Source: an optimization exercise on an open RTL-to-GDS flow (aim: small area, a short achievable clock period and few clock cycles per item). Production flows keep margins and buffers that such runs may drop.
The RTL was checked by simulation tests, not by an equivalence proof against the original design.

==> flow/design.v <==
package rsa_pkg;
  localparam int PW_DEF  = 16;
  localparam int NW_DEF  = 2 * PW_DEF;
  localparam int DIV_LAT = NW_DEF;
endpackage
import rsa_pkg::*;
module rsa_seq_div
#(
  parameter int W = rsa_pkg::DIV_LAT
) (
  input  logic         clk,
  input  logic         rst,
  input  logic         start,
  input  logic [W-1:0] dividend,
  input  logic [W-1:0] divisor,
  output logic [W-1:0] quot,
  output logic [W-1:0] rem,
  output logic         done
);
  localparam int CW = $clog2(W + 1);
  logic [W-1:0]  rem_q, quo_q, dsr_q;
  logic [CW-1:0] cnt;
  logic          active;
  logic [W-1:0]  src_rem, src_quo, src_dsr, nxt_rem, nxt_quo;
  logic [W:0]    trial;
  logic          qbit;
  always_comb begin
    src_rem = start ? '0       : rem_q;
    src_quo = start ? dividend : quo_q;
    src_dsr = start ? divisor  : dsr_q;
    trial   = {src_rem, src_quo[W-1]};
    if (trial >= {1'b0, src_dsr}) begin
      nxt_rem = W'(trial - {1'b0, src_dsr});
      qbit    = 1'b1;
    end else begin
      nxt_rem = trial[W-1:0];
      qbit    = 1'b0;
    end
    nxt_quo = {src_quo[W-2:0], qbit};
  end
  always_ff @(posedge clk) begin
    if (rst) begin
      active <= 1'b0;
      done   <= 1'b0;
      cnt    <= '0;
    end else begin
      done <= 1'b0;
      if (start) begin
        active <= 1'b1;
        cnt    <= CW'(1);
      end else if (active) begin
        cnt <= cnt + CW'(1);
        if (cnt == CW'(W - 1)) begin
          active <= 1'b0;
          done   <= 1'b1;
        end
      end
    end
  end
  always_ff @(posedge clk) begin
    if (start || active) begin
      rem_q <= nxt_rem;
      quo_q <= nxt_quo;
    end
    if (start) dsr_q <= divisor;
  end
  assign quot = quo_q;
  assign rem  = rem_q;
endmodule
module rsa_key_setup
#(
  parameter int PW = rsa_pkg::PW_DEF
) (
  input  logic            clk,
  input  logic            rst,
  input  logic            start,
  input  logic [PW-1:0]   p,
  input  logic [PW-1:0]   q,
  input  logic [2*PW-1:0] ext_e,
  output logic            busy,
  output logic            done,
  output logic [2*PW-1:0] n,
  output logic [2*PW-1:0] e_o,
  output logic [2*PW-1:0] d,
  output logic            invalid
);
  logic        in_idle, in_mul, in_gcd;
  logic [2:0]  cnt;
  logic        borrow, case2, pqbad, phiodd, first, ltf;
  logic [31:0] phr;           
  logic [32:0] a, t;
  logic [32:0] ca1, ct1, ct2;
  logic        ca2s;          
  logic [32:0] ca2;
  assign ca2 = {ca2s, d};
  logic        tz;            
  logic [1:0]  dct, dca;      
  logic        dmx;           
  logic        h2r;           
  function automatic logic [35:0] ks36(input logic [35:0] x, input logic [35:0] y);
    logic [35:0] g, p, gg, pp, g2, p2;
    g = x & y;
    p = x ^ y;
    gg = g;
    pp = p;
    for (int k = 1; k < 36; k = k * 2) begin
      g2 = gg;
      p2 = pp;
      for (int i = k; i < 36; i++) begin
        g2[i] = gg[i] | (pp[i] & gg[i-k]);
        p2[i] = pp[i] & pp[i-k];
      end
      gg = g2;
      pp = p2;
    end
    ks36 = p ^ {gg[34:0], 1'b0};
  endfunction
  logic        swap, h2;
  logic [33:0] va_x, va_y, va_sum;
  logic [35:0] va_ks;
  logic        va_zero;
  logic [32:0] t_next;
  always_comb begin
    va_x   = {t[32], t};
    va_y   = {a[32], a};
    va_ks  = ks36({{2{va_x[33]}}, va_x}, {{2{va_y[33]}}, va_y});
    va_sum = va_ks[33:0];
    va_zero = ((va_x ^ va_y) == {(va_x[32:0] | va_y[32:0]), 1'b0});
    h2     = h2r;
    if (t[0]) t_next = h2 ? {va_sum[33], va_sum[33:2]} : va_sum[33:1];
    else      t_next = h2 ? {{2{t[32]}}, t[32:2]} : {t[32], t[32:1]};
    swap   = t[0] & (va_sum[33] != t[32]);
  end
  function automatic logic [34:0] add4(input logic [34:0] x,
                                       input logic [34:0] y, input logic en_y,
                                       input logic [34:0] z, input logic en_z, input logic en_w,
                                       input logic neg_z);
    logic [34:0] yy, zx, zz, ww, s1v, c1v, s2v, c2v;
    logic [35:0] r;
    yy  = en_y ? y : 35'd0;
    zx  = neg_z ? ~z : z;
    zz  = en_z ? zx : 35'd0;
    ww  = en_w ? {zx[33:0], neg_z} : 35'd0;
    s1v = x ^ yy ^ zz;
    c1v = {(x[33:0] & yy[33:0]) | (x[33:0] & zz[33:0]) | (yy[33:0] & zz[33:0]), 1'b0};
    s2v = s1v ^ c1v ^ ww;
    c2v = {(s1v[33:0] & c1v[33:0]) | (s1v[33:0] & ww[33:0]) | (c1v[33:0] & ww[33:0]), en_z & neg_z};
    r   = ks36({s2v, 1'b1}, {c2v, en_w & neg_z});
    add4 = r[35:1];
  endfunction
  logic        yen1, zen1, zng1, wa1, yen2, zen2, zng2, wa2, wb;
  logic        sh2;
  logic [34:0] m1, m2, s1, s2;
  logic [1:0]  dct_n, dca_n;
  logic        par_n, sig_n, h2_n, p2q_n, odd_i, h2_i, bor_n;
  always_comb begin
    m1  = {3'b000, e_o};
    m2  = {3'b111, phr};
    sh2 = in_mul | (in_gcd & h2r);
    s1 = add4({{2{ct1[32]}}, ct1}, {{2{ca1[32]}}, ca1}, yen1, m1, zen1, wa1 ^ (wb & zng1), zng1);
    s2 = add4({{2{ct2[32]}}, ct2}, {{2{ca2[32]}}, ca2}, yen2, m2, zen2, wa2 ^ (wb & zng1), zng2);
    dct_n = case2 ? (sh2 ? s2[3:2] : s2[2:1]) : (sh2 ? s1[3:2] : s1[2:1]);
    dca_n = swap ? dct : dca;
    par_n = dct_n[0] ^ (t_next[0] & dca_n[0]);
    sig_n = ~(case2 ? s2[34] : s1[34]);
    h2_n  = t_next[0] ? (t_next[1] ^ (swap ? t[1] : a[1])) : ~t_next[1];
    p2q_n = dct_n[1] ^ (t_next[0] & dca_n[1]) ^ (par_n & dmx)
          ^ (dct_n[0] | (t_next[0] & dca_n[0]));
    bor_n = borrow & ~ct2[0] & ~ct2[1];
    odd_i = a[0] & s2[2];
    h2_i  = a[0] ? (s2[2] ? (s2[3] ^ a[1]) : ~s2[3]) : ~a[1];
  end
  always_ff @(posedge clk) begin
    t    <= t_next;
    tz   <= t[0] & va_zero;
    ct1  <= {s1[34], sh2 ? s1[33:2] : s1[32:1]};
    ct2  <= {s2[34], sh2 ? s2[33:2] : s2[32:1]};
    dct  <= dct_n;
    h2r  <= h2_n;
    yen1 <= t_next[0];  zen1 <= par_n;  zng1 <= sig_n;   wa1 <= h2_n & p2q_n;
    yen2 <= t_next[0];  zen2 <= par_n;  zng2 <= ~sig_n;  wa2 <= h2_n & p2q_n;
    wb   <= h2_n & par_n;
    if (rst) begin
      in_idle <= 1'b1;
      in_mul  <= 1'b0;
      in_gcd  <= 1'b0;
      busy    <= 1'b0;
      done    <= 1'b0;
      invalid <= 1'b0;
      n       <= '0;
      e_o     <= '0;
      d       <= '0;
    end else begin
      done <= 1'b0;
      if (in_idle) begin
        busy <= 1'b0;
        if (start && !busy) begin
          busy    <= 1'b1;
          a       <= {1'b0, ext_e};
          e_o     <= {p, 16'd0};
          phr     <= {~(p - 16'd2), 16'd0};
          ct1     <= {17'd0, q};
          ct2     <= {17'd0, q};
          borrow  <= 1'b1;
          pqbad   <= (p < 16'd2) || (q < 16'd2) || (p == q);
          phiodd  <= ~p[0] & ~q[0];
          yen1    <= 1'b0;  zen1 <= q[0];   wa1 <= q[1];              zng1 <= 1'b0;
          yen2    <= 1'b0;  zen2 <= ~q[0];  wa2 <= q[1] ^ ~q[0];      zng2 <= 1'b0;
          wb      <= 1'b0;
          cnt     <= '0;
          in_idle <= 1'b0;
          in_mul  <= 1'b1;
        end
      end
      else if (in_mul) begin
        borrow <= bor_n;
        cnt    <= cnt + 3'd1;
        yen1   <= 1'b0;  zen1 <= s1[2];          wa1 <= s1[3];                      zng1 <= 1'b0;
        yen2   <= 1'b0;  zen2 <= s2[2] ^ bor_n;  wa2 <= s2[3] ^ (bor_n & ~s2[2]);   zng2 <= 1'b0;
        wb     <= 1'b0;
        if (cnt == 3'd7) begin
          in_mul <= 1'b0;
          n      <= s1[33:2];
          phr    <= s2[33:2];
          e_o    <= a[31:0];
          if (pqbad || (a[31:1] == 31'd0) || (!a[0] && !phiodd)) begin
            done    <= 1'b1;
            invalid <= 1'b1;
            d       <= '0;
            in_idle <= 1'b1;
          end else begin
            case2 <= ~a[0];
            tz    <= 1'b0;
            first <= 1'b1;
            dca   <= 2'b00;
            dct   <= 2'b11;
            dmx   <= a[0] ? a[1] : ~s2[3];
            h2r   <= h2_i;
            yen1  <= odd_i;  zen1 <= 1'b1;  zng1 <= 1'b0;
            yen2  <= odd_i;  zen2 <= 1'b1;  zng2 <= 1'b1;
            wa1   <= h2_i & (a[0] ? a[1] : ~s2[3]);
            wa2   <= h2_i & (a[0] ? a[1] : ~s2[3]);
            wb    <= h2_i;
            if (a[0]) begin
              t    <= s2[34:2];
              ca1  <= '0;
              ct1  <= {33{1'b1}};
              ca2s <= 1'b1;
              d    <= {32{1'b1}};
              ct2  <= '0;
            end else begin
              a    <= s2[34:2];
              t    <= a;
              ca1  <= {33{1'b1}};
              ct1  <= '0;
              ca2s <= 1'b0;
              d    <= 32'd0;
              ct2  <= {33{1'b1}};
            end
            in_gcd <= 1'b1;
          end
        end
      end
      else if (in_gcd) begin
        first <= 1'b0;
        if (first) ltf <= va_sum[33];
        if (tz) begin
          done    <= 1'b1;
          in_gcd  <= 1'b0;
          in_idle <= 1'b1;
          if (ltf && (a == {33{1'b1}})) begin
            invalid <= 1'b0;
            d       <= s2[31:0];
          end else begin
            invalid <= 1'b1;
            d       <= '0;
          end
        end else begin
          if (t[0] & va_zero) begin
            yen1 <= 1'b0;  zen1 <= 1'b0;  zng1 <= 1'b0;  wa1 <= 1'b0;
            yen2 <= 1'b1;  zen2 <= swap ? ct2[32] : ca2s;  zng2 <= 1'b1;  wa2 <= 1'b0;
            wb   <= 1'b0;
          end
          if (swap) begin
            a    <= t;
            ca1  <= ct1;
            ca2s <= ct2[32];
            d    <= ct2[31:0];
            dca  <= dct;
          end
        end
      end
    end
  end
endmodule
==> flow/config.mk <==
export PLATFORM = sky130hd
export DESIGN_NAME = rsa_key_setup
export DESIGN_NICKNAME = rsa_key_setup
export VERILOG_FILES = /design/flow/design.v
export SDC_FILE = /design/flow/constraint.sdc
export NUM_CORES = 4
export LEC_CHECK = 0
export CAP_MARGIN = 20
export CORE_MARGIN = 2
export CORE_UTILIZATION = 40
export SETUP_SLACK_MARGIN = 5
export SLEW_MARGIN = 20
==> flow/constraint.sdc <==
create_clock -name core_clock -period 10.0 [get_ports {clk}]
set_input_delay 2.0000 -clock core_clock [delete_from_list [all_inputs] [get_ports {clk}]]
set_output_delay 2.0000 -clock core_clock [all_outputs]
set_load 0.01 [all_outputs]
run.sh (not shown) runs the stock make flow with config.mk's settings and CLKGATE_MAP_FILE= SYNTH_SCRIPT=/design/flow/synth_recipe.tcl, a recipe that flattens the netlist after the stock synthesis.
Testbench counts at the start, summed over its fixed seeds: cycles 44,928, keys 1,200.
Rerun with:
--- a/flow/design.v
+++ b/flow/design.v
@@ -160,23 +160,23 @@
     s1 = add4({{2{ct1[32]}}, ct1}, {{2{ca1[32]}}, ca1}, yen1, m1, zen1, wa1 ^ (wb & zng1), zng1);
     s2 = add4({{2{ct2[32]}}, ct2}, {{2{ca2[32]}}, ca2}, yen2, m2, zen2, wa2 ^ (wb & zng1), zng2);
     dct_n = case2 ? (sh2 ? s2[3:2] : s2[2:1]) : (sh2 ? s1[3:2] : s1[2:1]);
     dca_n = swap ? dct : dca;
     par_n = dct_n[0] ^ (t_next[0] & dca_n[0]);
-    sig_n = ~(case2 ? s2[34] : s1[34]);
+    sig_n = ~(case2 ? (sh2 ? s2[34] : s2[33]) : (sh2 ? s1[34] : s1[33]));
     h2_n  = t_next[0] ? (t_next[1] ^ (swap ? t[1] : a[1])) : ~t_next[1];
     p2q_n = dct_n[1] ^ (t_next[0] & dca_n[1]) ^ (par_n & dmx)
           ^ (dct_n[0] | (t_next[0] & dca_n[0]));
     bor_n = borrow & ~ct2[0] & ~ct2[1];
     odd_i = a[0] & s2[2];
     h2_i  = a[0] ? (s2[2] ? (s2[3] ^ a[1]) : ~s2[3]) : ~a[1];
   end
   always_ff @(posedge clk) begin
     t    <= t_next;
     tz   <= t[0] & va_zero;
-    ct1  <= {s1[34], sh2 ? s1[33:2] : s1[32:1]};
-    ct2  <= {s2[34], sh2 ? s2[33:2] : s2[32:1]};
+    ct1  <= sh2 ? s1[34:2] : s1[33:1];
+    ct2  <= sh2 ? s2[34:2] : s2[33:1];
     dct  <= dct_n;
     h2r  <= h2_n;
     yen1 <= t_next[0];  zen1 <= par_n;  zng1 <= sig_n;   wa1 <= h2_n & p2q_n;
     yen2 <= t_next[0];  zen2 <= par_n;  zng2 <= ~sig_n;  wa2 <= h2_n & p2q_n;
     wb   <= h2_n & par_n;
Result: The changed run passed the timing, DRC and antenna checks; non-clock buffer count is higher by 14; wire length goes up by 2.0%; worst hold slack hardly moves; sequential share of layout area fell by 0.34 points; fmax decreases by about 0.9%; final cell count is about the same; register-to-register slack degrades by 0.04 ns.
Testbench counts after the change, summed over its fixed seeds: cycles 44,928, keys 1,200.

## what the ideal ports hide
The flow's constraints put no driver on any port. The routed layouts listed below were extracted and timed again, unchanged, in two steps. Step 1, drivers: a clkbuf_16 drives clk and a buf_2 each remaining input, both assumed. Step 2 also shifts input and output timing later by t, the mid clock arrival at the registers, as if the neighbouring blocks saw the same clock. Slacks: no drivers / after step 1 / after step 2; pairs: no drivers / after step 1.
run	t (ns)	setup slack, ns	worst hold slack (ns)	cell pins on the clock port's net
the first run	0.642	5.082 / 5.082 / 4.573	0.452 / 0.452 / 0.452	1
the second run	0.648	5.038 / 5.038 / 4.564	0.452 / 0.452 / 0.452	1
After both steps every run listed still meets setup and hold. For the first run, which loses most, drivers alone change the setup slack by 0.000 ns; drivers and shift together by -0.509 ns.
